Source: an optimization exercise on an open RTL-to-GDS flow (aim: small area, a short achievable clock period and few clock cycles). Production flows keep margins and buffers that such runs may drop. The RTL was checked by simulation tests, not by an equivalence proof against the original design.

File: flow/constraint.sdc
create_clock -name core_clock -period 22.0 [get_ports {clk_i}]
set_input_delay 4.4000 -clock core_clock [delete_from_list [all_inputs] [get_ports {clk_i}]]
set_output_delay 4.4000 -clock core_clock [all_outputs]
set_load 0.01 [all_outputs]
File: flow/design.v
`default_nettype none
package ktaf_pkg;
  localparam int DataWidthDef = 32;
  localparam int FracBitsDef  = 16;
  localparam int CfgBits      = 24;
  localparam int IdxBits      = 2;
  localparam logic [IdxBits-1:0] RegQAngle = 2'd0;
  localparam logic [IdxBits-1:0] RegQBias  = 2'd1;
  localparam logic [IdxBits-1:0] RegR      = 2'd2;
  localparam logic [IdxBits-1:0] RegDt     = 2'd3;
  localparam logic [CfgBits-1:0] QAngleRst = 24'd16777;
  localparam logic [CfgBits-1:0] QBiasRst  = 24'd50332;
  localparam logic [CfgBits-1:0] RRst      = 24'd8388608;
  localparam logic [CfgBits-1:0] DtRst     = 24'd335544;
endpackage
`default_nettype wire
`default_nettype none
import ktaf_pkg::*;
module kalman_tilt_angle_filter_unit
#(
  parameter int DATA_WIDTH = DataWidthDef,
  parameter int FRAC_BITS  = FracBitsDef
) (
  input  logic                    clk_i,
  input  logic                    rst_ni,
  input  logic                    s_axis_tvalid,
  output logic                    s_axis_tready,
  input  logic [2*DATA_WIDTH-1:0] s_axis_tdata,
  output logic                    m_axis_tvalid,
  input  logic                    m_axis_tready,
  output logic [2*DATA_WIDTH-1:0] m_axis_tdata,
  input  logic                    cfg_we_i,
  input  logic [IdxBits-1:0]      cfg_idx_i,
  input  logic [CfgBits-1:0]      cfg_data_i
);
  localparam logic [3:0] OP_C1 = 4'd0;    
  localparam logic [3:0] OP_C4 = 4'd1;    
  localparam logic [3:0] OP_M3 = 4'd2;    
  localparam logic [3:0] OP_M2 = 4'd3;    
  localparam logic [3:0] OP_P1 = 4'd4;    
  localparam logic [3:0] OP_P4 = 4'd5;    
  localparam logic [3:0] OP_M5 = 4'd6;    
  localparam logic [3:0] OP_P5 = 4'd7;    
  localparam logic [3:0] OP_P3 = 4'd8;    
  localparam logic [3:0] OP_P2 = 4'd9;    
  localparam logic signed [34:0] SatHi = 35'sd2147483647;
  localparam logic signed [34:0] SatLo = -35'sd2147483648;
  logic [23:0] qa_q, qb_q, dt_q;
  logic [16:0] rr_q;   
  logic [16:0] c1_q, c4_q;
  logic        cval_q;
  logic signed [31:0] p00_q, p01_q, p11_q, ang_q, bias_q;
  logic signed [32:0] n00_q;
  logic signed [31:0] n01_q;
  logic signed [31:0] gyr_q;
  logic signed [32:0] mes_q;
  logic        rdy_q, vld_q, smp_q;
  logic [63:0] o_q;        
  logic        relp2_q;    
  logic        ratep_q;    
  logic        relrt_q;    
  logic        angp_q;     
  logic [1:0]  d2c_q;      
  logic        epos_q;     
  logic        eps_q;      
  logic        erdy_q;     
  logic        m2wb_q;     
  logic        dec_q;      
  logic        a1p_q;      
  logic        np2_q;      
  logic        nd5_q;      
  logic        errp_q;     
  logic        errd_q;     
  logic [3:0]  mpc_q;      
  logic [3:0]  mop_q;      
  logic        mrun_q;
  logic [1:0]  mcnt_q;
  logic [31:0] ma_q, mb_q, ms_q, mc_q;
  logic        mneg_q;
  logic        pmv_q, pmneg_q;
  logic [3:0]  pmop_q;
  logic [31:0] pmh_q;     
  logic [1:0]  pml_q;     
  logic        ppv_q, ppneg_q;
  logic [3:0]  ppop_q;
  logic [1:0]  ppk_q;     
  logic [31:0] pph_q, ppl_q;   
  logic        drun_q, dfirst_q, dneg_q, dovf_q;
  logic signed [32:0] en_q;   
  logic [3:0]  dcnt_q;
  logic [3:0]  dtgt_q;
  logic [31:0] dr_q, ed_q;
  logic [33:0] e3_q;       
  logic [35:0] dd_q;
  logic        qv_q, qneg_q, qovf_q;
  logic [3:0]  qtgt_q;
  logic [32:0] qq_q;       
  assign s_axis_tready = rdy_q;
  assign m_axis_tvalid = vld_q;
  assign m_axis_tdata  = o_q;
  always_ff @(posedge clk_i or negedge rst_ni) begin
    if (!rst_ni) begin
      qa_q <= QAngleRst;
      qb_q <= QBiasRst;
      rr_q <= RRst[23:7];
      dt_q <= DtRst;
    end else if (cfg_we_i) begin
      case (cfg_idx_i)
        RegQAngle: qa_q <= cfg_data_i;
        RegQBias:  qb_q <= cfg_data_i;
        RegR:      rr_q <= cfg_data_i[23:7];
        default:   dt_q <= cfg_data_i;
      endcase
    end
  end
  logic signed [32:0] g;         
  logic signed [31:0] g_sat;
  assign g = 33'(gyr_q) - 33'(bias_q);
  assign g_sat = (g > 33'sd2147483647) ? 32'sh7fffffff :
                 (g < -33'sd2147483648) ? 32'sh80000000 : g[31:0];
  logic signed [32:0] e_n;       
  assign e_n = {n00_q[31], n00_q[31:0]} + 33'(rr_q[16:1]) + 33'(rr_q[0]);
  logic e_pos;
  assign e_pos = !e_n[32] && (e_n != '0);
  logic signed [32:0] a1_sum, err_sum, a4_sum;
  logic signed [31:0] a4_sat;
  assign a1_sum  = 33'(p00_q) + 33'(c1_q);
  assign err_sum = mes_q - 33'(ang_q);
  assign a4_sum  = 33'(p11_q) + 33'(c4_q);
  assign a4_sat  = (a4_sum > 33'sd2147483647) ? 32'sh7fffffff : a4_sum[31:0];
  logic dlast, dacc;
  logic d_ovf;
  logic [3:0] dcnt_n;
  logic [31:0] dv_r;
  logic [35:0] dv_d;
  logic [33:0] dx4;
  logic [34:0] df1, df2, df3;
  logic [31:0] ex;         
  logic [7:0]  zok;        
  logic [67:0] rdx;        
  logic [67:0] rds;
  logic [3:0]  g0;
  always_comb begin
    ex  = (ppop_q == OP_P1) ? en_q[31:0] : ed_q;
    case (ppk_q)
      2'd0:    rdx = {27'd0, pph_q, ppl_q[31:24], 1'b0};
      2'd1:    rdx = {19'd0, pph_q, ppl_q[31:16], 1'b0};
      2'd2:    rdx = {11'd0, pph_q, ppl_q[31:8], 1'b0};
      default: rdx = {3'd0, pph_q, ppl_q, 1'b0};
    endcase
    zok = '0;
    for (int k = 4; k < 8; k++)
      zok[k] = (rdx[67 -: 32] >> (32 - 4 * k)) == 32'd0 && 32'(rdx >> (36 - 4 * k)) < ex;
    zok[0] = rdx[64:33] < ex;      
    g0 = 4'd0;
    for (int k = 4; k < 8; k++)
      if (zok[k]) g0 = 4'(k);
    rds = rdx << (4 * g0);
  end
  always_comb begin
    dv_r = dr_q;
    dv_d = dd_q;
    for (int j = 0; j < 2; j++) begin
      dx4  = {dv_r, dv_d[35:34]};
      df1  = {1'b0, dx4} - {3'b000, ed_q};
      df2  = {1'b0, dx4} - {2'b00, ed_q, 1'b0};
      df3  = {1'b0, dx4} - {1'b0, e3_q};
      if (!df3[34])      begin dv_r = df3[31:0]; dv_d = {dv_d[33:0], 2'd3}; end
      else if (!df2[34]) begin dv_r = df2[31:0]; dv_d = {dv_d[33:0], 2'd2}; end
      else if (!df1[34]) begin dv_r = df1[31:0]; dv_d = {dv_d[33:0], 2'd1}; end
      else               begin dv_r = dx4[31:0]; dv_d = {dv_d[33:0], 2'd0}; end
    end
    d_ovf  = dfirst_q && dovf_q;
    dcnt_n = dcnt_q + 4'd1;
    dlast = drun_q && (d_ovf || dcnt_n == 4'd9);
    dacc  = !drun_q || dlast;    
  end
  logic mwb, xfer, dec, pm_free, pp_free;
  always_comb begin
    mwb  = pmv_q && (pmop_q != OP_M2 || !a1p_q) && (pmop_q != OP_M5 || eps_q || !vld_q);
    dec  = ppv_q && (ppop_q == OP_P1) && smp_q && erdy_q && !dec_q &&
           (epos_q ? dacc : (d2c_q == 2'd0 || (d2c_q == 2'd1 && qv_q && qtgt_q == OP_P2)));
    xfer = ppv_q && dacc && ((ppop_q == OP_P1) ? (dec && epos_q) : 1'b1);
    pm_free = !pmv_q || mwb;
    pp_free = !ppv_q || xfer || (dec && !epos_q);
  end
  logic [3:0] mst;         
  logic       mlong, mlast, mfin, mstart, mcond;
  logic [3:0] mpc_n;
  always_comb begin
    mst = mpc_q;
    if (mpc_q == OP_P4 && !eps_q) mst = OP_M5;
    case (mpc_q)
      OP_P4:   mcond = dec_q;
      OP_M5:   mcond = dec_q;
      OP_P3:   mcond = errd_q;
      default: mcond = 1'b1;
    endcase
    mlong  = (mop_q == OP_P1) || (mop_q == OP_P4) || (mop_q == OP_P5) ||
             (mop_q == OP_P3) || (mop_q == OP_P2);
    if (mlong)
      case (mcnt_q)
        2'd0:    mlast = mb_q[31:8] == 24'd0;
        2'd1:    mlast = mb_q[23:8] == 16'd0;
        2'd2:    mlast = mb_q[15:8] == 8'd0;
        default: mlast = 1'b1;
      endcase
    else
      mlast = mcnt_q == 2'd2;
    mfin   = mrun_q && mlast && (mlong ? pp_free : pm_free);
    mstart = (!mrun_q || mfin) && mcond && !(mpc_q == OP_P4 && !dec_q);
    case (mst)
      OP_C1:   mpc_n = OP_C4;
      OP_C4:   mpc_n = OP_M3;
      OP_M3:   mpc_n = OP_M2;
      OP_M2:   mpc_n = OP_P1;
      OP_P1:   mpc_n = OP_P4;
      OP_P4:   mpc_n = OP_M5;
      OP_M5:   mpc_n = eps_q ? OP_P5 : OP_M3;
      OP_P5:   mpc_n = OP_P3;
      OP_P3:   mpc_n = OP_P2;
      default: mpc_n = OP_M3;
    endcase
  end
  logic signed [32:0] sa, sb;
  logic               inv_n;
  always_comb begin
    sa = 33'(qa_q); sb = 33'(dt_q); inv_n = 1'b0;
    case (mst)
      OP_C4:   begin sa = 33'(qb_q); end
      OP_M3:   begin sa = 33'(p11_q); inv_n = 1'b1; end
      OP_M2:   begin sa = 33'(p01_q); inv_n = 1'b1; end
      OP_M5:   begin sa = g; end
      OP_P1:   begin sa = 33'(n01_q); sb = 33'(n01_q); inv_n = 1'b1; end
      OP_P4:   begin sa = n00_q; sb = 33'(n01_q); inv_n = 1'b1; end
      OP_P5:   begin sa = n00_q;      sb = n00_q; inv_n = 1'b1; end
      OP_P3:   begin sa = mes_q;      sb = 33'(n01_q); end
      OP_P2:   begin sa = mes_q;      sb = n00_q; end
      default: ;
    endcase
  end
  logic [32:0] sa_mag, sb_mag;
  assign sa_mag = sa[32] ? 33'(-sa) : sa;
  assign sb_mag = sb[32] ? 33'(-sb) : sb;
  logic [31:0] cs_s, cs_c, pp, ts, tc;
  logic [7:0]  cs_out;
  always_comb begin
    cs_s = ms_q;
    cs_c = mc_q;
    for (int j = 0; j < 8; j++) begin
      pp = mb_q[j] ? ma_q : 32'd0;
      ts = cs_s ^ cs_c ^ pp;
      tc = (cs_s & cs_c) | (cs_s & pp) | (cs_c & pp);
      cs_out[j] = ts[0];
      cs_s = {1'b0, ts[31:1]};
      cs_c = tc;
    end
  end
  logic signed [34:0] mx, myx, msum;
  logic               mr;
  logic signed [31:0] msat;
  always_comb begin
    mx  = '0;
    myx = 35'(pmh_q[31:8]);
    mr  = pmh_q[7];
    case (pmop_q)
      OP_M3:   begin mx = 35'(p01_q); myx = 35'(pmh_q); mr = pml_q[1]; end
      OP_M2:   begin mx = 35'(n00_q); myx = 35'({pmh_q[30:0], pml_q[1]}); mr = pml_q[0]; end
      OP_M5:   begin mx = 35'(ang_q); myx = 35'(pmh_q); mr = pml_q[1]; end
      default: ;
    endcase
    msum = mx + (pmneg_q ? ~myx : myx) + 35'(pmneg_q ^ mr);
    if (msum > SatHi)      msat = 32'sh7fffffff;
    else if (msum < SatLo) msat = 32'sh80000000;
    else                   msat = msum[31:0];
  end
  logic signed [34:0] dx, dsum;
  logic signed [31:0] dsat;
  always_comb begin
    case (qtgt_q)
      OP_P1:   dx = 35'(p11_q);
      OP_P3:   dx = 35'(bias_q);
      OP_P2:   dx = 35'(ang_q);
      OP_P4:   dx = 35'(n01_q);
      default: dx = 35'(n00_q);
    endcase
    dsum = dx + (qneg_q ? ~(35'(qq_q[32:1])) : 35'(qq_q[32:1])) + 35'(qneg_q ^ qq_q[0]);
    if (qovf_q)            dsat = qneg_q ? 32'sh80000000 : 32'sh7fffffff;
    else if (dsum > SatHi) dsat = 32'sh7fffffff;
    else if (dsum < SatLo) dsat = 32'sh80000000;
    else                   dsat = dsum[31:0];
  end
  logic a1_go;
  assign a1_go = a1p_q && !np2_q && !nd5_q && cval_q;
  always_ff @(posedge clk_i or negedge rst_ni) begin
    if (!rst_ni) begin
      rdy_q  <= 1'b1;
      vld_q  <= 1'b0;
      relp2_q <= 1'b0;
      ratep_q <= 1'b0;
      relrt_q <= 1'b0;
      angp_q  <= 1'b0;
      d2c_q   <= 2'd0;
      smp_q  <= 1'b0;
      cval_q <= 1'b0;
      mpc_q  <= OP_C1;
      mrun_q <= 1'b0;
      pmv_q  <= 1'b0;
      ppv_q  <= 1'b0;
      drun_q <= 1'b0;
      qv_q   <= 1'b0;
      erdy_q <= 1'b0;
      m2wb_q <= 1'b0;
      dec_q  <= 1'b0;
      a1p_q  <= 1'b1;
      np2_q  <= 1'b0;
      nd5_q  <= 1'b0;
      errp_q <= 1'b0;
      errd_q <= 1'b0;
      ang_q  <= '0;
      bias_q <= '0;
      p00_q  <= 32'sd65536;
      p01_q  <= '0;
      p11_q  <= 32'sd65536;
    end else begin
      if (s_axis_tvalid && rdy_q) begin
        rdy_q <= 1'b0;
        smp_q <= 1'b1;
      end
      if (vld_q && m_axis_tready) vld_q <= 1'b0;
      if (ratep_q && !vld_q) begin
        ratep_q <= 1'b0;
        relrt_q <= 1'b1;
      end
      if (relp2_q && relrt_q) begin
        relp2_q <= 1'b0;
        rdy_q   <= 1'b1;
      end
      if (angp_q && relrt_q) begin
        angp_q  <= 1'b0;
        relrt_q <= 1'b0;
        vld_q   <= 1'b1;
      end
      if (mstart) begin
        mrun_q <= 1'b1;
        mpc_q  <= mpc_n;
        if (mst == OP_P2) begin
          np2_q   <= 1'b0;
          relp2_q <= 1'b1;
        end
      end else if (mfin) begin
        mrun_q <= 1'b0;
      end
      if (mfin && !mlong) pmv_q <= 1'b1;
      else if (mwb)       pmv_q <= 1'b0;
      if (mfin && mlong)  ppv_q <= 1'b1;
      else if (pp_free)   ppv_q <= 1'b0;
      errp_q <= 1'b0;
      m2wb_q <= mwb && (pmop_q == OP_M2);
      erdy_q <= erdy_q || m2wb_q;
      if (mwb) begin
        case (pmop_q)
          OP_C4: cval_q <= 1'b1;
          OP_M5: begin
            ang_q <= msat;
            if (!eps_q) begin
              vld_q <= 1'b1;
              rdy_q <= 1'b1;
            end else errp_q <= 1'b1;
          end
          default: ;
        endcase
      end
      if (dec) begin
        dec_q  <= 1'b1;
        smp_q  <= 1'b0;
        erdy_q <= 1'b0;
        a1p_q  <= 1'b1;
        np2_q  <= epos_q;
        nd5_q  <= epos_q;
        p11_q  <= a4_sat;                  
        if (!epos_q) begin                 
          p00_q <= n00_q[31:0];
          p01_q <= n01_q;
        end
      end
      if (mstart && mst == OP_M3) dec_q <= 1'b0;
      if (a1_go) a1p_q <= 1'b0;
      if (errp_q) errd_q <= 1'b1;
      if (mstart && mst == OP_P2) errd_q <= 1'b0;
      if (xfer)       drun_q <= 1'b1;
      else if (dlast) drun_q <= 1'b0;
      qv_q <= dlast;
      d2c_q <= d2c_q + 2'(dec && epos_q) - 2'(qv_q && qtgt_q == OP_P2);
      if (qv_q) begin
        case (qtgt_q)
          OP_P1:   p11_q  <= dsat;
          OP_P3: begin
            bias_q  <= dsat;
            ratep_q <= 1'b1;
          end
          OP_P2: begin
            ang_q  <= dsat;
            angp_q <= 1'b1;
          end
          OP_P4:   p01_q  <= dsat;
          default: begin
            p00_q <= dsat;
            nd5_q <= 1'b0;
          end
        endcase
      end
      if (cfg_we_i) begin
        cval_q <= 1'b0;
        mpc_q  <= OP_C1;
        mrun_q <= 1'b0;
        pmv_q  <= 1'b0;
      ppv_q  <= 1'b0;
        erdy_q <= 1'b0;
        m2wb_q <= 1'b0;
        a1p_q  <= 1'b1;
        dec_q  <= 1'b0;
      end
    end
  end
  always_ff @(posedge clk_i) begin
    if (rdy_q) begin
      gyr_q <= s_axis_tdata[63:32];
      mes_q <= {s_axis_tdata[31], s_axis_tdata[31:0]};
    end
    epos_q <= e_pos;
    en_q   <= e_n;
    if (dec) eps_q <= epos_q;
    if (a1_go) n00_q <= a1_sum;
    if (errp_q) mes_q <= err_sum;
    if (mstart) begin
      mop_q  <= mst;
      ma_q   <= sa_mag[31:0];
      mb_q   <= sb_mag[31:0];
      mneg_q <= sa[32] ^ sb[32] ^ inv_n;
      ms_q   <= '0;
      mc_q   <= '0;
      mcnt_q <= '0;
    end else if (mrun_q && !mlast) begin
      ms_q   <= cs_s;
      mc_q   <= cs_c;
      mb_q   <= {cs_out, mb_q[31:8]};
      mcnt_q <= mcnt_q + 2'd1;
    end
    if (mfin) begin
      if (mlong) begin
        ppop_q  <= mop_q;
        ppneg_q <= mneg_q;
        pph_q   <= cs_s + cs_c;
        ppk_q   <= mcnt_q;
        ppl_q   <= {cs_out, mb_q[31:8]};
      end else begin
        pmop_q  <= mop_q;
        pmneg_q <= mneg_q;
        pmh_q   <= cs_s + cs_c;
        pml_q   <= cs_out[7:6];
      end
    end
    if (mwb) begin
      case (pmop_q)
        OP_C1: c1_q <= msum[16:0];
        OP_C4: c4_q <= msum[16:0];
        OP_M3: n01_q <= msat;
        OP_M2: n00_q <= 33'(msat);
        OP_M5: if (!eps_q) o_q <= {g_sat, msat};
        default: ;
      endcase
    end
    if (xfer) begin
      dr_q     <= rds[67:36];
      dd_q     <= rds[35:0];
      dneg_q   <= ppneg_q;
      dtgt_q   <= ppop_q;
      dcnt_q   <= g0;
      dfirst_q <= 1'b1;
      dovf_q   <= !zok[0];
      if (ppop_q == OP_P1) begin
        ed_q <= en_q[31:0];
        e3_q <= 34'(en_q[31:0]) + {1'b0, en_q[31:0], 1'b0};
      end
    end else if (drun_q) begin
      dfirst_q <= 1'b0;
      dcnt_q   <= dcnt_n;
      dr_q     <= dv_r;
      dd_q     <= dv_d;
    end
    if (dlast) begin
      qq_q   <= dv_d[32:0];       
      qneg_q <= dneg_q;
      qovf_q <= d_ovf;
      qtgt_q <= dtgt_q;
    end
    if (ratep_q && !vld_q) o_q[63:32] <= g_sat;
    if (angp_q && relrt_q) o_q[31:0] <= ang_q;
  end
endmodule
`default_nettype wire
File: flow/config.mk
export PLATFORM = sky130hd
export DESIGN_NAME = kalman_tilt_angle_filter_unit
export DESIGN_NICKNAME = kalman_tilt_angle_filter_unit
export VERILOG_FILES = /design/flow/design.v
export SDC_FILE = /design/flow/constraint.sdc
export NUM_CORES = 4
export LEC_CHECK = 0
export CAP_MARGIN = 20
export CORE_MARGIN = 2
export CORE_UTILIZATION = 35
export PLACE_DENSITY = 0.5
export SLEW_MARGIN = 20
File: flow/run.sh
#!/bin/bash
# synth_recipe.tcl (not shown) runs the flow's synth.tcl, then flattens the netlist and writes it again
# the make line also repeats each setting of config.mk as NAME=value (left out here)
make -C /OpenROAD-flow-scripts/flow DESIGN_CONFIG=/design/flow/config.mk WORK_HOME=/design/flow/orfs CLKGATE_MAP_FILE= SYNTH_SCRIPT=/design/flow/synth_recipe.tcl finish
==> flow_summary.ini, run 1 <==
[worst_setup_path]
regToRegStartpoint = mb_q[0]
critPathCaptureType = flop
timing.reg2reg.worst_path_depth = 26
criticalPathCategory = flop to flop
worstSetupStartpoint = mb_q[0]
timing.critical_path.fanout_max = 17
setup.worst_path.start_class = flop
critical_path_arrival_ps = 9870
cp.required_ps = 22510

[final_layout]
post_route_cells_drive_above_1_share_pct = 8.81
layout_common_cells = nand2_1 (860), a21oi_1 (659), ha_1 (610)
postLayoutCoreUtil_pct = 39.5
area_growth_pct = 12.0
most_common_cell_after_layout_fill_and_taps_aside = nand2_1
final_cell_area_sq_mm = 0.0880
layout.nets = 9493

[global_routing]
gr-total-overflow = 0
grt_pass1_wl_um = 485000
groute.usage.overall_pct = 29.2
antenna_violations_before_repair = 23
vias_in_the_first_global_route = 66800
grt_start_max_net_pins = 118

[floorplan]
initial_utilization_pct = 35.3
placeableCoreArea_sq_mm = 0.223
num_io_pins = 161
dieHeight_um = 478
placement_rows = 173
die_w_um = 478
design.die.area_sq_mm = 0.228

[place]
dpl.hpwl_um = 271000
dpl_cell_area_sq_mm = 0.0840
place.gp.congestion = 0.993
placement.io_buffers = 160
post_placement_worst_setup_slack_ps = 12660

[synthesis]
synth_warnings = 1
synth-main-ff-cell = edfxtp_1
synth.distinct_cells = 115
synth_top_cell_area_share_pct = 21.3
synth-seq-area-share_pct = 33.5
synth_top_area_cell = edfxtp_1
synth_fp_nets = 9425
post_synth_inst_count = 8454
post_synth.cell_area_avg_sq_um = 9.29
flop_and_latch_count_out_of_synthesis = 966
synth.top_cells.by_area = edfxtp_1 (21%), ha_1 (9.7%), dfrtp_1 (7.9%), fa_1 (6.8%), a21oi_1 (4.3%)
synth_edf_count = 558
async_reset_ff_share_pct = 28.6
synthesis.area_sq_mm = 0.0785

[route]
drc_errors = 0
wl_per_cell_um = 29.6
number_of_drc_markers_in_iteration_0 = 8195
routed_wl_um = 344000
postRouteAntennaNets = 0
drtPass1Iterations = 9
avgViaCountPerCell = 5.90
vias = 68500

[cts]
clock_latency_ps = 800
numClockSinks = 966
cts-root-buf = clkbuf_16
cts_hold_repair.buffers = 0
post-cts-setup-buffer-count = 0
clkSlewWorstSetupHoldPaths_ps = 60
tritoncts = built
cts.path.max_buffers = 3
cts_buffers = 118
htreeDepth = 3
post_cts_resize_count = 0

[sta]
setup_ws_ps = 12630
totalNegativeSetupSlack_ps = 0
fin_crit_sh_pct = 42.6
fmax_ghz = 0.107
hold_viol_final = 0
tightest_slew_margin_relative_to_the_limit_pct = 10.3
worst_slew_pin_slew_ps = 1350
timing.final.setup_violations = 0
final_max_slew_viol_count = 0
fin_skew_ps = 43.3
min_period_ps = 9370
rsz0062_at_grt = false

[flow_run]
drv.max_cap_violation_count = 0

[min_path]
holdPathStages = 0
holdCritStartpoint = dtgt_q[1]
hold_path.class = flop to flop

[outcome]
outcome = finished clean
final cells by class:
type                    instances  area [sq um]
clock inverters                59           512
diodes                         11          27.5
flip-flops and latches        966         26300
repair buffers                357          3120
clock buffers                 166          3450
inverters                     533          2000
multi-input cells            6546         48800
well taps                    2975          3720
fillers                     22100        135000
layer usage:
metal  vias to the layer above  routed length, um  track usage (%)
li1                      30900                  -                -
met1                     34100             145000             38.9
met2                      3044             150000             44.7
met3                       525              30400             6.50
met4                        12              18200             13.9
met5                         -                 80                0
critical path: stages (launching register included):
cell,delay (ps)
edfxtp_1,700
buf_4,340
and2_1,180
fa_1,410
inv_1,80
fa_1,420
fa_1,490
fa_1,530
fa_1,430
fa_1,510
fa_1,430
fa_1,530
inv_1,90
ha_1,300
a21o_1,150
a21oi_1,240
a21oi_1,170
o311ai_0,810
a21oi_1,220
o41ai_1,440
o21ai_0,230
a41o_1,300
o41ai_1,480
o21ba_2,230
o21ai_0,90
a21oi_1,190
xnor2_1,100
per-stage QoR:
step	hold slack, ps	std cells
after floorplan	400	8454
after global placement	406	11400
after detailed placement	405	11400
after CTS	419	11600
after global routing	430	11600
final	418	11600
kinds of logic after synthesis:
group           synth area share (%)
buf+inv                         4.67
mux                             5.25
xor+xnor                        5.81
simple gates                    13.2
fa+ha+maj                       16.5
compound gates                  21.0
flops                           33.5
state kept, by name, summed over array words and instances (netlist names), 33 cells and up:
signal / cells
dd_q: 36
e3_q: 34
mes_q: 33
n00_q: 33
o_q: 64
qq_q: 33
Yosys cell counts, types with 50 or more instances:
library cell,n
a211oi_1,135
a21o_1,225
a21oi_1,667
a22o_1,55
a22oi_1,134
a31oi_1,56
and2_1,89
and3_1,79
buf_1,50
clkbuf_1,307
dfrtp_1,249
dfxtp_1,132
edfxtp_1,558
fa_1,266
ha_1,610
inv_1,530
mux2_2,205
mux2i_1,170
nand2_1,863
nand2b_1,94
nand3_1,124
nand4_1,61
nor2_1,551
nor2b_1,83
nor3_1,107
o211ai_1,57
o21a_1,92
o21ai_0,592
o21bai_1,62
xnor2_1,322
xor2_1,199
worst paths after layout:
path	to	slack, ps
max in group asynchronous	ang_q[4]	16210
hold / removal	qtgt_q[1]	420
min in group asynchronous	p01_q[6]	3630
setup reg to reg	pmh_q[31]	12630
setup / recovery	pmh_q[31]	12630
hold reg to reg	qtgt_q[1]	420
Testbench counts, summed over its fixed seeds: cycles 8,612.
==> run 2, diff against run 1 <==
--- a/flow/config.mk
+++ b/flow/config.mk
@@ -7,2 +7,3 @@
 export LEC_CHECK = 0
+export ABC_AREA = 1
 export CAP_MARGIN = 20
==> run 2 against run 1 <==
Compared with the run above:
- area after synthesis is 7.0% higher
- sequential share of layout area is 1.7 points lower
- critical path depth is 2 higher
- first-iteration DRC count is 11% higher
- design area is 6.0% higher
- setup slack better by 920 ps
- critical endpoint is now dr_q[0]
==> flow_summary.ini, run 2 <==
[sta]
fin_skew_ps = 59.9
timing.final.setup_violations = 0
fin_hold_ws_ps = 427
tightest_slew_margin_relative_to_the_limit_pct = 9.67
rsz0062_at_grt = false
hold_viol_final = 0
worst_slew_pin_slew_ps = 1340
totalNegativeSetupSlack_ps = 0
final_max_slew_viol_count = 0
min_period_ps = 8450
fin_crit_sh_pct = 38.4
fmax_ghz = 0.118

[worst_setup_path]
worst_path_most_repeated_cell = nand2_1
critical_path_arrival_ps = 9090
critical_path.slowest_cell = o21ai_0
timing.reg2reg.worst_path_depth = 28
r2r-end = dr_q[0]
timing.critical_path.fanout_max = 20
critPathCaptureType = flop
criticalPathCategory = flop to flop
regToRegStartpoint = ed_q[0]
r2r_setup_slack_ps = 13550
cp.required_ps = 22650
timing.critical_path.slowest_cell_delay_ps = 1060
setup.worst_path.start_class = flop

[route]
wl_per_cell_um = 29.2
avgViaCountPerCell = 5.66
number_of_drc_markers_in_iteration_0 = 9135
vias = 82900
drc_errors = 0
postRouteAntennaNets = 0
routed_wl_um = 429000
drtPass1Iterations = 9

[cts]
post_cts_resize_count = 0
numClockSinks = 966
clock_latency_ps = 820
cts.path.max_buffers = 3
cts_hold_repair.buffers = 0
cts_buffers = 119
cts-root-buf = clkbuf_16
clkSlewWorstSetupHoldPaths_ps = 60
tritoncts = built
post-cts-setup-buffer-count = 0
htreeDepth = 3

[min_path]
holdPathStages = 0
hold_path.class = flop to flop
holdCritStartpoint = dtgt_q[1]
worst_hold_path.endpoint = qtgt_q[1]

[synthesis]
synthesis.area_sq_mm = 0.0840
post_synth_xor_area_fraction_pct = 4.77
synth-adder-area-share_pct = 15.4
largest_family_of_logic_cells_by_synthesized_area = simple AND/OR/NAND/NOR gates
synthSimpleGateAreaFrac_pct = 25.1
synth_top_cell_area_share_pct = 19.9
synth-main-ff-cell = edfxtp_1
async_reset_ff_share_pct = 28.6
post-synth-top-count-cell = nand2_1
post_synthesis_compound_gate_area_fraction_pct = 15.0
synth_common_cells = nand2_1 (3215), inv_1 (1370), a21oi_1 (794)
synth_edf_count = 558
synth.distinct_cells = 77
post_synth.cell_area_avg_sq_um = 7.40
synth_top_area_cell = edfxtp_1
synth-seq-area-share_pct = 31.3
synth.top_cells.by_area = edfxtp_1 (20%), nand2_1 (14%), ha_1 (9.1%), dfrtp_1 (7.4%), fa_1 (6.3%)
muxShareOfSynthArea_pct = 0
synth_fp_nets = 12300
synth_warnings = 1
post_synth_inst_count = 11300
flop_and_latch_count_out_of_synthesis = 966

[floorplan]
placeableCoreArea_sq_mm = 0.238
placement_rows = 179
die_w_um = 494
initial_utilization_pct = 35.3
dieHeight_um = 494
design.die.area_sq_mm = 0.244
num_io_pins = 161

[place]
place.gp.congestion = 1.07
dpl_cell_area_sq_mm = 0.0890
placement.io_buffers = 160
dpl.hpwl_um = 346000

[final_layout]
largest_reg_flops = 64
layout_common_cells = nand2_1 (3208), inv_1 (1365), a21oi_1 (792)
post_route_cells_drive_above_1_share_pct = 5.10
postLayoutCoreUtil_pct = 39.2
final_cell_area_sq_mm = 0.0933
most_common_cell_after_layout_fill_and_taps_aside = nand2_1
largest-register = o_q
layout.nets = 12300
number_of_fillers_in_the_final_layout = 25200
area_growth_pct = 11.1
largestRegisters = o_q x64, dd_q x36, e3_q x34

[global_routing]
grt_start_max_net_pins = 125
antenna_violations_before_repair = 20
grt_pass1_wl_um = 596000
vias_in_the_first_global_route = 80200
groute.usage.overall_pct = 34.2
gr-total-overflow = 0

[flow_run]
drv.max_cap_violation_count = 0

[outcome]
outcome = finished clean
[run 2: worst max-delay path by stage]
stage,startpoint,to,slack [ps],cells past startpoint
floorplan,mb_q[0],pmh_q[26],14810,26
global placement,mb_q[0],pmh_q[26],14020,26
global route,mb_q[0],pmh_q[31],13410,25
detailed placement,mb_q[0],pmh_q[26],13920,26
finish,ed_q[0],dr_q[0],13550,28
CTS,mb_q[0],pmh_q[26],13930,26
[run 2: cells by family (layout without fill, tap and decap cells)]
group                    count (synthesis)  after routing
AO/OA/AOI/OAI                         2211           2211
XOR/XNOR                               458            458
adder cells (fa/ha/maj)                876            876
buffers and inverters                 1793           1928
flip-flops                             966            966
other                                    0              8
AND/OR/NAND/NOR                       5043           5043
[run 2: final cells by class]
| cell class | instances | area, sq um | share of cell area (%) |
|---|---|---|---|
| multi-input combinational | 8588 | 50800 | 54.4 |
| sequential | 966 | 26300 | 28.2 |
| inverter | 1402 | 5270 | 5.64 |
| tap | 3167 | 3960 | 4.25 |
| clock buffer | 154 | 3430 | 3.68 |
| timing repair buffer | 299 | 2660 | 2.85 |
| clock inverter | 73 | 851 | 0.912 |
| antenna | 8 | 20.0 | 0.0215 |
[run 2: critical path: cells and delay by family, from the launching register on]
kind                       cells  cell delay [ps]
buffers and inverters          4              790
AOI/OAI and AO/OA             10             3600
adders and majority gates      3             1400
DFF                            1              600
and+or+nand+nor               11             1890
[run 2: metrics by stage]
step	setup WS [ps]	instances
final	13550	14700
after CTS	13930	14600
after floorplan	14810	11300
after global placement	14020	14400
after detailed placement	13920	14400
after global routing	13410	14600
[run 2: layer usage]
metal  wire, um  GRT usage, %  up-vias
li1           -             -    37900
met1     165000          41.0    40100
met2     194000          55.2     3956
met3      32500          6.19      946
met4      36300          24.3       16
met5        103             0        -
==> run 3, diff against run 2 <==
--- a/flow/design.v
+++ b/flow/design.v
@@ -68,2 +68,3 @@
   logic        dec_q;      
+  logic        m5ok_q;     
   logic        a1p_q;      
@@ -179,3 +180,4 @@
   always_comb begin
-    mwb  = pmv_q && (pmop_q != OP_M2 || !a1p_q) && (pmop_q != OP_M5 || eps_q || !vld_q);
+    mwb  = pmv_q && (pmop_q != OP_M2 || !a1p_q) &&
+           (pmop_q != OP_M5 || (m5ok_q && d2c_q == {1'b0, eps_q} && (eps_q || (!vld_q && !angp_q))));
     dec  = ppv_q && (ppop_q == OP_P1) && smp_q && erdy_q && !dec_q &&
@@ -191,6 +193,6 @@
     mst = mpc_q;
-    if (mpc_q == OP_P4 && !eps_q) mst = OP_M5;
+    if (mpc_q == OP_P4 && !eps_q) mst = OP_M3;    
     case (mpc_q)
       OP_P4:   mcond = dec_q;
-      OP_M5:   mcond = dec_q;
+      OP_M5:   mcond = smp_q || dec_q;
       OP_P3:   mcond = errd_q;
@@ -210,3 +212,3 @@
     mfin   = mrun_q && mlast && (mlong ? pp_free : pm_free);
-    mstart = (!mrun_q || mfin) && mcond && !(mpc_q == OP_P4 && !dec_q);
+    mstart = (!mrun_q || mfin) && mcond;
     case (mst)
@@ -216,5 +218,5 @@
       OP_M2:   mpc_n = OP_P1;
-      OP_P1:   mpc_n = OP_P4;
-      OP_P4:   mpc_n = OP_M5;
-      OP_M5:   mpc_n = eps_q ? OP_P5 : OP_M3;
+      OP_P1:   mpc_n = OP_M5;
+      OP_M5:   mpc_n = OP_P4;
+      OP_P4:   mpc_n = OP_P5;
       OP_P5:   mpc_n = OP_P3;
@@ -314,2 +316,3 @@
       dec_q  <= 1'b0;
+      m5ok_q <= 1'b0;
       a1p_q  <= 1'b1;
@@ -373,4 +376,6 @@
       end
+      if (mwb && pmop_q == OP_M5) m5ok_q <= 1'b0;
       if (dec) begin
         dec_q  <= 1'b1;
+        m5ok_q <= 1'b1;
         smp_q  <= 1'b0;
@@ -422,2 +427,3 @@
         dec_q  <= 1'b0;
+        m5ok_q <= 1'b0;
       end
==> run 3 against run 2 <==
Compared with the run above:
- critical path depth decreased by 2
- non-clock buffer count is 27 higher
- flip-flop and latch count is 1 higher
==> flow_summary.ini, run 3 <==
[flow_run]
drv.max_cap_violation_count = 0

[cts]
cts_hold_repair.buffers = 0
post-cts-setup-buffer-count = 0
cts.path.max_buffers = 3
htreeDepth = 3
tritoncts = built
post_cts_resize_count = 0
cts-root-buf = clkbuf_16
numClockSinks = 967
clkSlewWorstSetupHoldPaths_ps = 60
cts_buffers = 118
clock_latency_ps = 830

[final_layout]
area_growth_pct = 11.5
layout.nets = 12200
largestRegisters = o_q x64, dd_q x36, e3_q x34
final_cell_area_sq_mm = 0.0924
post_route_cells_drive_above_1_share_pct = 4.80
largest_reg_flops = 64
postLayoutCoreUtil_pct = 39.2
most_common_cell_after_layout_fill_and_taps_aside = nand2_1
layout_common_cells = nand2_1 (3066), inv_1 (1333), o21ai_0 (896)
non_filler_cells_in_the_finished_layout = 14500
largest-register = o_q

[sta]
tightest_slew_margin_relative_to_the_limit_pct = 17.5
fin_hold_ws_ps = 418
hold_viol_final = 0
fin_crit_sh_pct = 39.9
totalNegativeSetupSlack_ps = 0
worst_slew_pin_slew_ps = 1230
fmax_ghz = 0.114
timing.final.setup_violations = 0
rsz0062_at_grt = false
min_period_ps = 8790
setup_ws_ps = 13210
fin_skew_ps = 87.3
final_max_slew_viol_count = 0

[min_path]
hold_path.class = flop to flop
holdPathStages = 0
holdCritStartpoint = ppneg_q
worst_hold_path.endpoint = dneg_q

[worst_setup_path]
setup.worst_path.start_class = flop
criticalPathCategory = flop to flop
regToRegStartpoint = dr_q[28]
critPathCaptureType = flop
critical_path.slowest_cell = o21ai_0
timing.reg2reg.worst_path_depth = 26
r2r_setup_slack_ps = 13210
timing.critical_path.fanout_max = 32
critical_path_arrival_ps = 9250
timing.critical_path.slowest_cell_delay_ps = 700
path_delay_family = compound AO/OA/AOI/OAI gates
cp.required_ps = 22470
r2r-end = dr_q[5]
critical_path.n_buffers_inverters = 7

[synthesis]
synth.distinct_cells = 65
async_reset_ff_share_pct = 28.6
synth_common_cells = nand2_1 (3071), inv_1 (1334), o21ai_0 (903)
synth_top_cell_area_share_pct = 20.2
post-synth-top-count-cell = nand2_1
synthesis.area_sq_mm = 0.0829
flop_and_latch_count_out_of_synthesis = 967
synth_edf_count = 558
synth-main-ff-cell = edfxtp_1
post_synth.cell_area_avg_sq_um = 7.41
synth_top_area_cell = edfxtp_1
synth.top_cells.by_area = edfxtp_1 (20%), nand2_1 (14%), ha_1 (9.2%), dfrtp_1 (7.5%), fa_1 (6.4%)
post_synth_inst_count = 11200
synth-seq-area-share_pct = 31.8
synth_warnings = 1
synth_fp_nets = 12200

[route]
routed_wl_um = 401000
postRouteAntennaNets = 0
number_of_drc_markers_in_iteration_0 = 8453
drc_errors = 0
drtPass1Iterations = 6
avgViaCountPerCell = 5.60
vias = 81200
wl_per_cell_um = 27.7

[floorplan]
placement_rows = 178
dieHeight_um = 491
design.die.area_sq_mm = 0.241
num_io_pins = 161
die_w_um = 491
placeableCoreArea_sq_mm = 0.235
initial_utilization_pct = 35.2

[global_routing]
grt_start_max_net_pins = 77
grt_pass1_wl_um = 565000
gr-total-overflow = 0
antenna_violations_before_repair = 24
groute.usage.overall_pct = 32.3
vias_in_the_first_global_route = 78800

[outcome]
outcome = finished clean

[place]
place.gp.congestion = 1.06
place.detailed.instances = 14300
dpl.hpwl_um = 325000
post_placement_worst_setup_slack_ps = 13560
placement.io_buffers = 160
dpl_cell_area_sq_mm = 0.0883
[run 3: final cells by class]
class                      instances  area, sq um
clock buffer                     148         3230
timing repair buffer             326         2870
fill                           24900       143000
clock inverter                    77          870
tap                             3150         3940
inverter                        1372         5150
antenna                            5         12.5
sequential                       967        26400
multi-input combinational       8454        50000
[run 3: layer usage]
layer,wire length (um),vias to the layer above,GRT usage (%)
met2,186000,3561,53.1
met4,31800,10,21.7
met5,64,-,0
met1,156000,39300,38.9
met3,28000,938,5.00
li1,-,37400,-
[run 3: cell families after synthesis]
family                   after synthesis  share of synthesized area, %
AO/OA/AOI/OAI                       2335                          15.8
XOR/XNOR                             458                          4.84
AND/OR/NAND/NOR                     4783                          23.8
flip-flops                           967                          31.8
buffers and inverters               1758                          8.12
adder cells (fa/ha/maj)              878                          15.7
[run 3: worst max-delay path by stage]
stage / start / end / cells past startpoint
6_report: dr_q[28] / dr_q[5] / 26
5_1_grt: dr_q[28] / dr_q[0] / 30
4_1_cts: dr_q[28] / dr_q[0] / 30
3_5_place_dp: dr_q[28] / dr_q[30] / 29
3_3_place_gp: dr_q[28] / dr_q[30] / 29
2_1_floorplan: mb_q[0] / pmh_q[26] / 30
Testbench counts of run 3, summed over its fixed seeds: cycles 8,386.
==> run 4, diff against run 3 <==
--- a/flow/design.v
+++ b/flow/design.v
@@ -337,3 +337,3 @@
       end
-      if (relp2_q && relrt_q) begin
+      if (relp2_q && (relrt_q || (ratep_q && !vld_q) || (qv_q && qtgt_q == OP_P3 && !vld_q && !angp_q))) begin
         relp2_q <= 1'b0;
==> run 4 against run 3 <==
Compared with the run above:
- critical path depth increased by 6
- synthesized cell count increased by 2.7%
- design area increased by 1.5%
- global-route usage increased by 1.6 points
- die area increased by 1.8%
- final cell count increased by 2.3%
- critical endpoint is now pph_q[26]
- count of clock-buffer cells in the layout increased by 24
- flip-flop and latch count unchanged
- highest routed layer unchanged
==> flow_summary.ini, run 4 <==
[outcome]
outcome = finished clean

[cts]
post-cts-setup-buffer-count = 0
clkSlewWorstSetupHoldPaths_ps = 60
cts_hold_repair.buffers = 0
post_cts_resize_count = 0
htreeDepth = 3
cts_buffers = 117
cts.path.max_buffers = 3
cts-root-buf = clkbuf_16
numClockSinks = 967
tritoncts = built
clock_latency_ps = 840

[sta]
hold_viol_final = 0
tightest_slew_margin_relative_to_the_limit_pct = 14.2
fin_crit_sh_pct = 36.5
final_max_slew_viol_count = 0
min_period_ps = 8020
fin_hold_ws_ps = 422
timing.final.setup_violations = 0
totalNegativeSetupSlack_ps = 0
fmax_ghz = 0.125
worst_slew_pin_slew_ps = 1270
fin_skew_ps = 70.6
rsz0062_at_grt = false
setup_ws_ps = 13980

[route]
number_of_drc_markers_in_iteration_0 = 9513
avgViaCountPerCell = 5.65
vias = 83800
postRouteAntennaNets = 0
wl_per_cell_um = 28.7
drtPass1Iterations = 7
drc_errors = 0
routed_wl_um = 425000

[worst_setup_path]
critical_path_arrival_ps = 8550
r2r-end = pph_q[26]
cp.depth = 32
setup.worst_path.start_class = flop
r2r_setup_slack_ps = 13980
worst_setup_path_endpoint = pph_q[26]
criticalPathCategory = flop to flop
regToRegStartpoint = mb_q[0]
worst_path_most_repeated_cell = fa_1
timing.critical_path.slowest_cell_delay_ps = 510
critPathCaptureType = flop
worstSetupStartpoint = mb_q[0]
cp.required_ps = 22530
critical_path.n_buffers_inverters = 6
timing.reg2reg.worst_path_depth = 32
timing.critical_path.fanout_max = 30
critical_path.slowest_cell = fa_1
path_delay_family = adder cells

[synthesis]
async_reset_ff_share_pct = 28.6
post-synth-top-count-cell = nand2_1
synth_edf_count = 558
post_synth.cell_area_avg_sq_um = 7.35
synth_top_cell_area_share_pct = 19.9
synth.top_cells.by_area = edfxtp_1 (20%), nand2_1 (14%), ha_1 (9.1%), dfrtp_1 (7.4%), inv_1 (6.4%)
synth_warnings = 1
synth-main-ff-cell = edfxtp_1
synth_common_cells = nand2_1 (3215), inv_1 (1434), o21ai_0 (852)
synth_top_area_cell = edfxtp_1
synth-seq-area-share_pct = 31.3
flop_and_latch_count_out_of_synthesis = 967
synth.distinct_cells = 75
synth_fp_nets = 12500
post_synth_inst_count = 11500
synthesis.area_sq_mm = 0.0843

[min_path]
hold_path.class = flop to flop

[final_layout]
most_common_cell_after_layout_fill_and_taps_aside = nand2_1
layout_common_cells = nand2_1 (3209), inv_1 (1432), o21ai_0 (832)
largest-register = o_q
post_route_cells_drive_above_1_share_pct = 4.72
largestRegisters = o_q x64, dd_q x36, e3_q x34
number_of_fillers_in_the_final_layout = 25400
area_growth_pct = 11.2
final_cell_area_sq_mm = 0.0938
largest_reg_flops = 64
non_filler_cells_in_the_finished_layout = 14800
layout.nets = 12500

[global_routing]
groute.usage.overall_pct = 33.9
grt_pass1_wl_um = 595000
gr-total-overflow = 0
grt_start_max_net_pins = 145
vias_in_the_first_global_route = 81200
antenna_violations_before_repair = 29

[floorplan]
dieHeight_um = 495
design.die.area_sq_mm = 0.245
num_io_pins = 161
placement_rows = 180
die_w_um = 495
initial_utilization_pct = 35.1
placeableCoreArea_sq_mm = 0.240

[flow_run]
drv.max_cap_violation_count = 0

[place]
dpl.hpwl_um = 343000
post_placement_worst_setup_slack_ps = 13990
placement.io_buffers = 160
place.detailed.instances = 14600
dpl_cell_area_sq_mm = 0.0897
place.gp.congestion = 1.06
## run 4: area by class of cell
type                            instances  area (sq um)  share of cell area, %
Tap cell                             3185          3990                   4.25
Clock buffer                          172          3430                   3.66
Multi-Input combinational cell       8648         51000                   54.3
Clock inverter                         51           633                  0.675
Inverter                             1464          5500                   5.87
Timing Repair Buffer                  327          2880                   3.07
Antenna cell                           13          32.5                 0.0347
Sequential cell                       967         26400                   28.1
## run 4: how the worst min path moves through the flow
stage,startpoint,endpoint,slack (ps),depth (start not counted)
floorplan,ppneg_q,dneg_q,400,0
global placement,ppneg_q,dneg_q,410,0
detailed placement,ppneg_q,dneg_q,410,0
CTS,ppneg_q,dneg_q,420,0
global route,ppneg_q,dneg_q,440,0
finish,ppneg_q,dneg_q,420,0
## run 4: cells by family after synthesis
| group | count (synthesis) | synth area share [%] |
|---|---|---|
| AND/OR/NAND/NOR | 5014 | 24.6 |
| multiplexers | 1 | 0.0119 |
| AO/OA/AOI/OAI | 2294 | 15.4 |
| adder cells (fa/ha/maj) | 878 | 15.4 |
| XOR/XNOR | 461 | 4.79 |
| flip-flops | 967 | 31.3 |
| buffers and inverters | 1864 | 8.54 |
## run 4: metal layers
metal	wire, um	share of wire, %	track usage [%]
met3	36400	8.5	6.58
met5	92	0.022	0
met1	167000	39	42.2
met4	32800	7.7	21.9
met2	189000	44	53.6
## run 4: stage by stage
stage               util, %
floorplan                 -
global placement       37.3
detailed placement     37.3
CTS                    39.0
global route           39.0
finish                 39.1
Testbench counts of run 4, summed over its fixed seeds: cycles 7,803.
==> run 5, diff against run 4 <==
--- a/flow/config.mk
+++ b/flow/config.mk
@@ -10,4 +10,4 @@
 export CORE_MARGIN = 2
-export CORE_UTILIZATION = 35
-export PLACE_DENSITY = 0.5
+export CORE_UTILIZATION = 45
+export PLACE_DENSITY = 0.6
 export SLEW_MARGIN = 20
==> run 5 against run 4 <==
Compared with the run above:
- first-iteration DRC count grew 31%
- area after synthesis unchanged
- critical path depth unchanged
- highest routed layer unchanged
- synthesized cell count unchanged
- count of clock-buffer cells in the layout decreased by 22
- still clean
- hold slack better by 17 ps
- final cell count down 4.7%
- register-to-register slack got worse by 200 ps
==> flow_summary.ini, run 5 <==
[outcome]
outcome = finished clean

[synthesis]
synth-seq-area-share_pct = 31.3
synthesis.area_sq_mm = 0.0843
synth_warnings = 1
synth_top_area_cell = edfxtp_1
synth_edf_count = 558
post_synth_inst_count = 11500
synth_top_cell_area_share_pct = 19.9
post-synth-top-count-cell = nand2_1
synth.distinct_cells = 75
async_reset_ff_share_pct = 28.6
synth_fp_nets = 12500
flop_and_latch_count_out_of_synthesis = 967
synth_common_cells = nand2_1 (3215), inv_1 (1434), o21ai_0 (852)
synth-main-ff-cell = edfxtp_1
post_synth.cell_area_avg_sq_um = 7.35
synth.top_cells.by_area = edfxtp_1 (20%), nand2_1 (14%), ha_1 (9.1%), dfrtp_1 (7.4%), inv_1 (6.4%)

[cts]
cts_buffers = 116
cts.path.max_buffers = 3
tritoncts = built
cts_hold_repair.buffers = 0
cts-root-buf = clkbuf_16
clkSlewWorstSetupHoldPaths_ps = 70
numClockSinks = 967
post_cts_resize_count = 0
post-cts-setup-buffer-count = 0
htreeDepth = 3
clock_latency_ps = 820

[route]
avgViaCountPerCell = 6.15
postRouteAntennaNets = 0
vias = 86900
wl_per_cell_um = 30.3
routed_wl_um = 428000
drc_errors = 0
number_of_drc_markers_in_iteration_0 = 12400
drtPass1Iterations = 9

[worst_setup_path]
cp.required_ps = 22520
timing.critical_path.fanout_max = 43
timing.reg2reg.worst_path_depth = 32
critPathCaptureType = flop
critical_path_arrival_ps = 8740
critical_path.n_buffers_inverters = 5
r2r_setup_slack_ps = 13780
r2r-end = dr_q[0]
criticalPathCategory = flop to flop
critical_path.slowest_cell = nor2_4
setup.worst_path.start_class = flop
worst_path_most_repeated_cell = nand2_1
regToRegStartpoint = ed_q[13]
timing.critical_path.slowest_cell_delay_ps = 700
path_delay_family = simple AND/OR/NAND/NOR gates

[place]
dpl_cell_area_sq_mm = 0.0887
place.detailed.instances = 13900
dpl.hpwl_um = 343000
placement.io_buffers = 160
place.gp.congestion = 1.13

[final_layout]
largest_reg_flops = 64
most_common_cell_after_layout_fill_and_taps_aside = nand2_1
area_growth_pct = 10.1
layout.nets = 12500
layout_common_cells = nand2_1 (3210), inv_1 (1431), o21ai_0 (843)
post_route_cells_drive_above_1_share_pct = 4.69
largest-register = o_q
final_cell_area_sq_mm = 0.0929
largestRegisters = o_q x64, dd_q x36, e3_q x34
non_filler_cells_in_the_finished_layout = 14100

[min_path]
holdPathStages = 0
hold_path.class = flop to flop
worst_hold_path.endpoint = qtgt_q[0]
holdCritStartpoint = dtgt_q[0]

[floorplan]
die_w_um = 437
placeableCoreArea_sq_mm = 0.186
num_io_pins = 161
dieHeight_um = 437
placement_rows = 158
initial_utilization_pct = 45.4
design.die.area_sq_mm = 0.191

[sta]
fin_hold_ws_ps = 439
final_max_slew_viol_count = 0
fmax_ghz = 0.122
worst_slew_pin_slew_ps = 1370
min_period_ps = 8220
totalNegativeSetupSlack_ps = 0
tightest_slew_margin_relative_to_the_limit_pct = 7.74
fin_skew_ps = 85.5
fin_crit_sh_pct = 37.4
rsz0062_at_grt = false
timing.final.setup_violations = 0
hold_viol_final = 0

[global_routing]
vias_in_the_first_global_route = 81800
grt_start_max_net_pins = 149
groute.usage.overall_pct = 43.4
gr-total-overflow = 0
antenna_violations_before_repair = 48
grt_pass1_wl_um = 595000

[flow_run]
drv.max_cap_violation_count = 0
[run 5: cell counts after synthesis]
No cell type changed its count.
[run 5: area by class of cell]
type                            instances  area [sq um]
Timing Repair Buffer                  322          2850
Clock buffer                          150          3190
Multi-Input combinational cell       8648         51000
Tap cell                             2480          3100
Fill cell                           18600         92900
Inverter                             1464          5500
Antenna cell                           27          67.6
Clock inverter                         71           857
Sequential cell                       967         26400
[run 5: worst max-delay path by stage]
stage,startpoint,end,depth (start not counted)
after floorplan,mb_q[0],pmh_q[26],32
after global placement,mb_q[0],pmh_q[26],32
after detailed placement,mb_q[0],pmh_q[31],25
after CTS,mb_q[0],pph_q[31],25
after global routing,mb_q[0],pmh_q[26],30
final,ed_q[13],dr_q[0],32
[run 5: worst reg2reg max path, delay by kind of cell, from the launching register on]
family                   cells  cell delay (ps)
AND/OR/NAND/NOR             18             3350
AO/OA/AOI/OAI                7             1760
buffers and inverters        5             1730
adder cells (fa/ha/maj)      2              800
flip-flops                   1              350
[run 5: per-stage QoR]
stage               worst slack [ps]  utilization, %
floorplan                      14780               -
global placement               13980            47.7
detailed placement             14040            47.8
CTS                            14010            49.9
global route                   13580            50.0
finish                         13780            50.0
[run 5: cells by family after synthesis]
logic type / share of synthesized area [%]
AO/OA/AOI/OAI: 15.4
adder cells (fa/ha/maj): 15.4
multiplexers: 0.0119
flip-flops: 31.3
AND/OR/NAND/NOR: 24.6
buffers and inverters: 8.54
XOR/XNOR: 4.79
[run 5: layer usage]
metal	GRT usage, %	vias up	part of all wire [%]
met5	0.227	-	0.085
met4	26.0	47	7.2
met3	17.1	1309	14
met2	62.7	5727	41
met1	54.5	41500	38
li1	-	38300	-

==> static timing again, ports no longer ideal <==
Ports are ideal in the flow. The routed layouts listed here were re-timed in OpenROAD.
Step 1 (the two cells are an assumption about what drives the block):
set clk [get_ports {clk_i}]
set_driving_cell -lib_cell sky130_fd_sc_hd__clkbuf_16 $clk
set_driving_cell -lib_cell sky130_fd_sc_hd__buf_2 [delete_from_list [all_inputs] $clk]
Step 2 moves the port delays by t, midway between the first and last clock arrival at a register: inputs arrive t later, outputs are due t later. That takes back most of the time a late clock gives input paths.
Slacks: no drivers / after step 1 / after step 2; pairs: no drivers / after step 1.
run	t, ns	slack for setup (ns)	worst slew at a driven data input, ns
run 1	0.869	12.632 / 12.632 / 12.632	0.13
run 2	0.883	13.553 / 13.553 / 13.553	0.10
run 3	0.870	13.213 / 13.213 / 13.213	0.06
run 4	0.907	13.981 / 13.981 / 13.981	0.14
run 5	0.883	13.783 / 13.783 / 13.783	0.09
After both steps setup and hold are still met in every run listed.
